This is an optimization exercise on Yosys and OpenROAD, whose aim is a short achievable clock period, not a production implementation.
Function was checked by simulation only, so behaviour that the tests miss may differ from the original.
No activity file was given, so power comes from the tool's default toggle rates.

`flow/constraint.sdc`:
```
create_clock -name core_clock -period 7.0 [get_ports {clk}]
set_input_delay 1.4000 -clock core_clock [delete_from_list [all_inputs] [get_ports {clk}]]
set_output_delay 1.4000 -clock core_clock [all_outputs]
set_load 0.01 [all_outputs]
```
`flow/design.v`:
```
module branch_target_predictor #(
  parameter int unsigned ADDR_W   = 32,
  parameter int unsigned ENTRIES  = 16,
  parameter logic [1:0]  CTR_INIT = 2'b01,
  parameter int unsigned CNT_W    = 16
) (
  input  logic              clk,
  input  logic              reset,
  input  logic              enable,
  input  logic [ADDR_W-1:0] pc_f,
  output logic              pred_hit,
  output logic              pred_taken,
  output logic [ADDR_W-1:0] pred_target,
  input  logic              upd_valid,
  input  logic [ADDR_W-1:0] upd_pc,
  input  logic              upd_taken,
  input  logic [ADDR_W-1:0] upd_target,
  input  logic              upd_pred_taken,
  input  logic [ADDR_W-1:0] upd_pred_target,
  input  logic              flush_all,
  output logic              mispredict,
  output logic [CNT_W-1:0]  branch_cnt,
  output logic [CNT_W-1:0]  mispred_cnt
);
  localparam int unsigned IDX_W = $clog2(ENTRIES);
  localparam int unsigned TAG_W = ADDR_W - IDX_W - 2;
  logic [ENTRIES-1:0]             valid_q;
  logic [ENTRIES-1:0]             valid_d;
  logic [ENTRIES-1:0][TAG_W-1:0]  tag_q;
  logic [ENTRIES-1:0][TAG_W-1:0]  tag_d;
  logic [ENTRIES-1:0][ADDR_W-1:0] tgt_q;
  logic [ENTRIES-1:0][ADDR_W-1:0] tgt_d;
  logic [ENTRIES-1:0][1:0]        ctr_q;
  logic [ENTRIES-1:0][1:0]        ctr_d;
  logic [CNT_W-1:0]  branch_cnt_q, branch_cnt_d;
  logic [CNT_W-1:0]  mispred_cnt_q, mispred_cnt_d;
  logic [IDX_W-1:0]  f_idx;
  logic [TAG_W-1:0]  f_tag;
  logic [IDX_W-1:0]  u_idx;
  logic [TAG_W-1:0]  u_tag;
  logic              u_hit;
  logic              upd_pc_unused;
  assign upd_pc_unused = ^upd_pc[1:0];
  assign f_idx = pc_f[IDX_W+1:2];
  assign f_tag = pc_f[ADDR_W-1:IDX_W+2];
  assign u_idx = upd_pc[IDX_W+1:2];
  assign u_tag = upd_pc[ADDR_W-1:IDX_W+2];
  assign pred_hit    = valid_q[f_idx] && (tag_q[f_idx] == f_tag);
  assign pred_taken  = pred_hit && ctr_q[f_idx][1];
  assign pred_target = pred_taken ? tgt_q[f_idx] : pc_f + ADDR_W'(4);
  assign u_hit = valid_q[u_idx] && (tag_q[u_idx] == u_tag);
  assign mispredict = upd_valid &&
                      ((upd_taken != upd_pred_taken) ||
                       (upd_taken && (upd_target != upd_pred_target)));
  assign branch_cnt  = branch_cnt_q;
  assign mispred_cnt = mispred_cnt_q;
  always_comb begin
    valid_d       = valid_q;
    tag_d         = tag_q;
    tgt_d         = tgt_q;
    ctr_d         = ctr_q;
    branch_cnt_d  = branch_cnt_q;
    mispred_cnt_d = mispred_cnt_q;
    if (flush_all) begin
      for (int i = 0; i < int'(ENTRIES); i++) begin
        valid_d[i] = 1'b0;
      end
    end else if (upd_valid) begin
      if (u_hit) begin
        if (upd_taken) begin
          tgt_d[u_idx] = upd_target;
          if (ctr_q[u_idx] != 2'b11) ctr_d[u_idx] = ctr_q[u_idx] + 2'd1;
        end else begin
          if (ctr_q[u_idx] != 2'b00) ctr_d[u_idx] = ctr_q[u_idx] - 2'd1;
        end
      end else if (upd_taken) begin
        valid_d[u_idx] = 1'b1;
        tag_d[u_idx]   = u_tag;
        tgt_d[u_idx]   = upd_target;
        ctr_d[u_idx]   = 2'b10;
      end
    end
    if (upd_valid) begin
      if (branch_cnt_q != '1) branch_cnt_d = branch_cnt_q + CNT_W'(1);
      if (mispredict && (mispred_cnt_q != '1)) mispred_cnt_d = mispred_cnt_q + CNT_W'(1);
    end
  end
  always_ff @(posedge clk) begin
    if (reset) begin
      for (int i = 0; i < int'(ENTRIES); i++) begin
        valid_q[i] <= 1'b0;
        tag_q[i]   <= '0;
        tgt_q[i]   <= '0;
        ctr_q[i]   <= CTR_INIT;
      end
      branch_cnt_q  <= '0;
      mispred_cnt_q <= '0;
    end else if (enable) begin
      valid_q       <= valid_d;
      tag_q         <= tag_d;
      tgt_q         <= tgt_d;
      ctr_q         <= ctr_d;
      branch_cnt_q  <= branch_cnt_d;
      mispred_cnt_q <= mispred_cnt_d;
    end
  end
endmodule
```
`flow/config.mk`:
```
export PLATFORM = sky130hd
export DESIGN_NAME = branch_target_predictor
export DESIGN_NICKNAME = branch_target_predictor
export VERILOG_FILES = /design/flow/design.v
export SDC_FILE = /design/flow/constraint.sdc
export NUM_CORES = 4
export LEC_CHECK = 0
export ABC_CLOCK_PERIOD_IN_PS = 2500
export CAP_MARGIN = 20
export CORE_MARGIN = 2
export CORE_UTILIZATION = 40
export SETUP_SLACK_MARGIN = 2.0
export SLEW_MARGIN = 20
```
`flow/run.sh`:
```
#!/bin/bash
# synth_recipe.tcl (not shown) runs the flow's synth.tcl, then flattens the netlist and writes it again
# the make line also repeats each setting of config.mk as NAME=value (left out here)
make -C /OpenROAD-flow-scripts/flow DESIGN_CONFIG=/design/flow/config.mk WORK_HOME=/design/flow/orfs CLKGATE_MAP_FILE= SYNTH_SCRIPT=/design/flow/synth_recipe.tcl finish
```
==> impl_metrics.prom <==
# TYPE chip_impl_metric gauge
chip_impl_info{name="status",value="complete, no violations"} 1
chip_impl_metric{name="synth_edf_count",unit=""} 0
chip_impl_metric{name="clock_sinks",unit=""} 1008
chip_impl_metric{name="timing.setup.tns",unit="ns"} 0
chip_impl_info{name="cts_tree",value="built"} 1
chip_impl_metric{name="detailedRoute.firstPassIterationCount",unit=""} 9
chip_impl_info{name="worstReg2RegStart",value="tag_q[22]$_SDFFE_PP0P_"} 1
chip_impl_metric{name="final_layout_size_suffix_gt1_frac",unit=""} 0.267
chip_impl_metric{name="achievable-frequency",unit="MHz"} 150
chip_impl_metric{name="syn_area",unit="sq um"} 53500
chip_impl_info{name="cts_root_buffer",value="clkbuf_16"} 1
chip_impl_info{name="timing.critical_path.cells",value="buf_16, buf_16, mux4_2, mux4_2, xnor2_2, nand2_1, or3b_1, nor4b_2, nand4_1, or3_4, buf_16, buf_4, mux2_4, dlygate4sd2_1"} 1
chip_impl_metric{name="hpwl",unit="mm"} 182
chip_impl_metric{name="detail_route.wirelength",unit="mm"} 273
chip_impl_metric{name="timing.critical_path.slowest_cell_delay",unit="ns"} 0.60
chip_impl_metric{name="power_dens_cells",unit="nW/um^2"} 242
chip_impl_metric{name="grt.total_usage",unit=""} 0.387
chip_impl_info{name="timing.critical_path.mode_cell",value="buf_16"} 1
chip_impl_metric{name="rows",unit=""} 134
chip_impl_metric{name="timing.reg2reg.setup_slack",unit="ns"} 2.86
chip_impl_info{name="r2r-end",value="tag_q[179]$_SDFFE_PP0P_"} 1
chip_impl_metric{name="dr_total_vias",unit=""} 52119
chip_impl_info{name="layout_common_cells",value="dfxtp_1 (1008), nor2_1 (552), nand2_1 (456), mux4_2 (375), a22o_1 (327)"} 1
chip_impl_metric{name="synth.ff_latch_count",unit=""} 1008
chip_impl_metric{name="first_global_vias",unit=""} 48032
chip_impl_metric{name="gr-total-overflow",unit=""} 0
chip_impl_metric{name="path_clk_slew",unit="ns"} 0.07
chip_impl_metric{name="clock_latency",unit="ns"} 0.78
chip_impl_metric{name="dieArea",unit="sq um"} 137000
chip_impl_metric{name="num-fill-cells",unit=""} 12032
chip_impl_info{name="postSynth.topFlopCell",value="dfxtp_1"} 1
chip_impl_info{name="timing.critical_path.from",value="pc_f[2]"} 1
chip_impl_metric{name="critPathMaxFanout",unit=""} 8
chip_impl_metric{name="place_area",unit="sq um"} 60100
chip_impl_metric{name="pleak",unit="nW"} 22.9
chip_impl_metric{name="finalSetupViolCount",unit=""} 0
chip_impl_metric{name="routed_wire_length_per_instance",unit="um"} 36.6
chip_impl_metric{name="reg2reg_depth",unit=""} 13
chip_impl_metric{name="synth-seq-area-share",unit=""} 0.377
chip_impl_metric{name="critical_path_arrival",unit="ns"} 5.27
chip_impl_metric{name="synth-async-reset-ratio",unit=""} 0
chip_impl_metric{name="final_antenna_net_count",unit=""} 0
chip_impl_metric{name="netlist-cell-type-count",unit=""} 93
chip_impl_metric{name="worst_pin_slew",unit="ns"} 1.22
chip_impl_metric{name="core_area",unit="sq um"} 133000
chip_impl_info{name="layout_commonest_cell",value="dfxtp_1"} 1
chip_impl_info{name="timing.critical_path.to_type",value="output pin"} 1
chip_impl_metric{name="clock_buffers_created_by_tritoncts",unit=""} 113
chip_impl_metric{name="synth_fp_nets",unit=""} 5611
chip_impl_metric{name="synthToLayoutAreaGrowth",unit="%"} 24.2
chip_impl_info{name="critical-path-slowest-cell",value="mux4_2"} 1
chip_impl_metric{name="fin_worst_skew",unit="ns"} 0.0527
chip_impl_metric{name="maxCapViolations",unit=""} 0
chip_impl_metric{name="die-width",unit="um"} 370
chip_impl_metric{name="worst_slew_margin_rel",unit=""} 0.186
chip_impl_metric{name="nNetsFinal",unit=""} 5743
chip_impl_info{name="yosysTopAreaCell",value="dfxtp_1"} 1
chip_impl_metric{name="area_share_of_the_leading_cell_type_in_the_synthesized_netlist",unit=""} 0.377
chip_impl_metric{name="first_iter_violations",unit=""} 8121
chip_impl_metric{name="initial_core_util",unit=""} 0.402
chip_impl_metric{name="period_share",unit=""} 0.952
chip_impl_metric{name="antenna_found_initial",unit=""} 9
chip_impl_metric{name="layout_min_cycle_time",unit="ns"} 6.67
chip_impl_metric{name="die_height",unit="um"} 370
chip_impl_info{name="rsz0062_at_grt",value="true"} 1
chip_impl_metric{name="finalInstanceArea",unit="sq um"} 66400
chip_impl_metric{name="rd_place_congestion",unit=""} 1.07
chip_impl_metric{name="hold_violations",unit=""} 0
chip_impl_info{name="critical_path_capture_point",value="pred_target[1]"} 1
chip_impl_metric{name="required",unit="ns"} 5.60
chip_impl_metric{name="number_of_ports_placed_on_the_die_boundary",unit=""} 202
chip_impl_metric{name="synth_warnings",unit=""} 1
chip_impl_metric{name="cts-root-to-sink-buffers",unit=""} 3
chip_impl_metric{name="vdd_drop_max",unit="mV"} 0.262
chip_impl_metric{name="synthesis.instances",unit=""} 5451
chip_impl_metric{name="grt_pass1_wl",unit="mm"} 377
chip_impl_metric{name="postSynthAreaPerCell",unit="sq um"} 9.81
chip_impl_info{name="netlist_top_cells_area",value="dfxtp_1 (38%), mux4_2 (16%), a22o_1 (5.4%)"} 1
chip_impl_metric{name="timing.final.max_slew_violations",unit=""} 0
chip_impl_metric{name="port_buffers",unit=""} 199
chip_impl_metric{name="post_detailed_route_via_to_cell_ratio",unit=""} 6.99
chip_impl_metric{name="hold_buffer_count_at_cts",unit=""} 0
chip_impl_info{name="path_class",value="in2out"} 1
chip_impl_info{name="startpoint_type",value="input port"} 1
chip_impl_info{name="holdCritPathClass",value="reg2reg"} 1
chip_impl_metric{name="fin_total_pwr",unit="mW"} 16.1
chip_impl_metric{name="detail_route.drc_violations",unit=""} 0
chip_impl_metric{name="grt_max_degree",unit=""} 210
chip_impl_metric{name="ctsHtreeMaxLevel",unit=""} 3
==> routing by layer <==
layer  part of all wire  vias to the layer above  global-route usage
li1                   -                    21158                   -
met1               0.37                    25853               0.499
met2               0.41                     4166               0.549
met3               0.13                      930               0.123
met4              0.083                       12               0.263
met5            0.00031                        -                   0
==> flip-flops by register name (all words and copies together), names as in the netlist <==
| signal | count |
|---|---|
| mispred_cnt_q | 16 |
| valid_q | 16 |
| ctr_q | 32 |
| branch_cnt_q | 16 |
| tag_q | 416 |
| tgt_q | 512 |
==> critical path: cells and delay by family <==
family	cells	cell delay (ns)
muxes	3	1.42
and+or+nand+nor	5	1.32
xor gates and xnor gates	1	0.18
buffers and inverters	5	0.91
==> how the worst min path moves through the flow <==
stage,to,start,depth (start not counted)
detailed placement,tgt_q[389]$_SDFFE_PP0P_,tgt_q[389]$_SDFFE_PP0P_,2
global placement,tgt_q[398]$_SDFFE_PP0P_,tgt_q[398]$_SDFFE_PP0P_,2
finish,tgt_q[29]$_SDFFE_PP0P_,tgt_q[29]$_SDFFE_PP0P_,2
floorplan,tgt_q[384]$_SDFFE_PP0P_,tgt_q[384]$_SDFFE_PP0P_,2
global route,tgt_q[20]$_SDFFE_PP0P_,tgt_q[20]$_SDFFE_PP0P_,2
CTS,tgt_q[389]$_SDFFE_PP0P_,tgt_q[389]$_SDFFE_PP0P_,2
==> synthesized netlist by cell type, drive strengths merged, types with 7 or more instances <==
cell / number
mux2: 53
o31ai: 18
nor3: 72
inv: 51
and3: 29
clkbuf: 416
a211oi: 21
o21a: 12
a32oi: 266
a22o: 329
a31oi: 109
buf: 170
o311ai: 13
o211ai: 16
xnor2: 74
o32ai: 20
a221oi: 11
mux2i: 136
a32o: 17
nand2: 489
dfxtp: 1008
nor2: 609
nor4: 43
o2bb2ai: 38
o22ai: 30
mux4: 375
nand2b: 7
nand3: 81
and2: 28
a21oi: 300
a22oi: 204
o221ai: 8
o21ai: 110
or3: 18
a2bb2o: 23
nand4: 25
ha: 24
xor2: 84
nor2b: 22
or2: 9
a21o: 12
==> where the power goes <==
group | leakage, nW | total, mW | internal, mW | switching [mW]
sequential | 8.12 | 5.79 | 5.76 | 0.0284
clock | 1.90 | 6.34 | 3.62 | 2.72
combinational | 12.8 | 3.97 | 1.14 | 2.83
total | 22.9 | 16.1 | 10.5 | 5.58
==> layout make-up <==
class	instances	area [sq um]	area share
antenna	8	20.0	0.000301
timing repair buffer	601	6250	0.0940
multi-input combinational	3806	33600	0.506
clock buffer	149	3140	0.0473
sequential	1008	20200	0.304
clock inverter	60	773	0.0116
tap	1768	2210	0.0333
inverter	53	225	0.00339
==> cell families (layout without fill, tap and decap cells) <==
logic type | count (synthesis) | after routing | share of synthesized area
AOI/OAI and AO/OA | 1603 | 1604 | 0.224
and+or+nand+nor | 1454 | 1455 | 0.118
DFF | 1008 | 1008 | 0.377
buffers and inverters | 639 | 863 | 0.0518
muxes | 564 | 564 | 0.197
xor gates and xnor gates | 158 | 158 | 0.0259
adders and majority gates | 25 | 25 | 0.00599
other | 0 | 8 | 0
==> per-stage QoR <==
stage	util	hold slack, ns	setup slack [ns]	cells
after floorplan	-	0.429	1.33	5451
after global placement	0.451	0.435	-0.0147	7098
after detailed placement	0.451	0.444	-0.00557	7100
after CTS	0.493	0.453	0.407	7408
after global routing	0.499	0.463	0.275	7445
final	0.499	0.451	0.334	7453
==> timing repair <==
item,4_1_cts,5_1_grt
endpoints found under the setup margin,495,409
pin swaps,28,24
setup buffers,85,34
resized for setup,222,163
gates cloned,14,2

[separate check: timing with driven ports]
The results above use ideal ports. As a check the final layout listed here was re-extracted and re-timed, cells and wires unchanged.
Step 1 sets driving cells, clkbuf_16 on the clock port and buf_2 on the other inputs (assumed; they add their load-dependent delay and slew).
Step 2 moves the port delays by t, midway between the first and last clock arrival at a register: inputs arrive t later, outputs are due t later. That takes back most of the time a late clock gives input paths.
a / b / c = ideal / step 1 / step 2; a / b = the first two.
t, ns: 0.839
setup slack, ns: 0.334 / 0.078 / 0.078
worst slew at a driven data input, ns: 0.28
After both steps this run still meets setup and hold. The setup slack of this run moves by -0.256 ns with the drivers and by -0.256 ns with both steps.
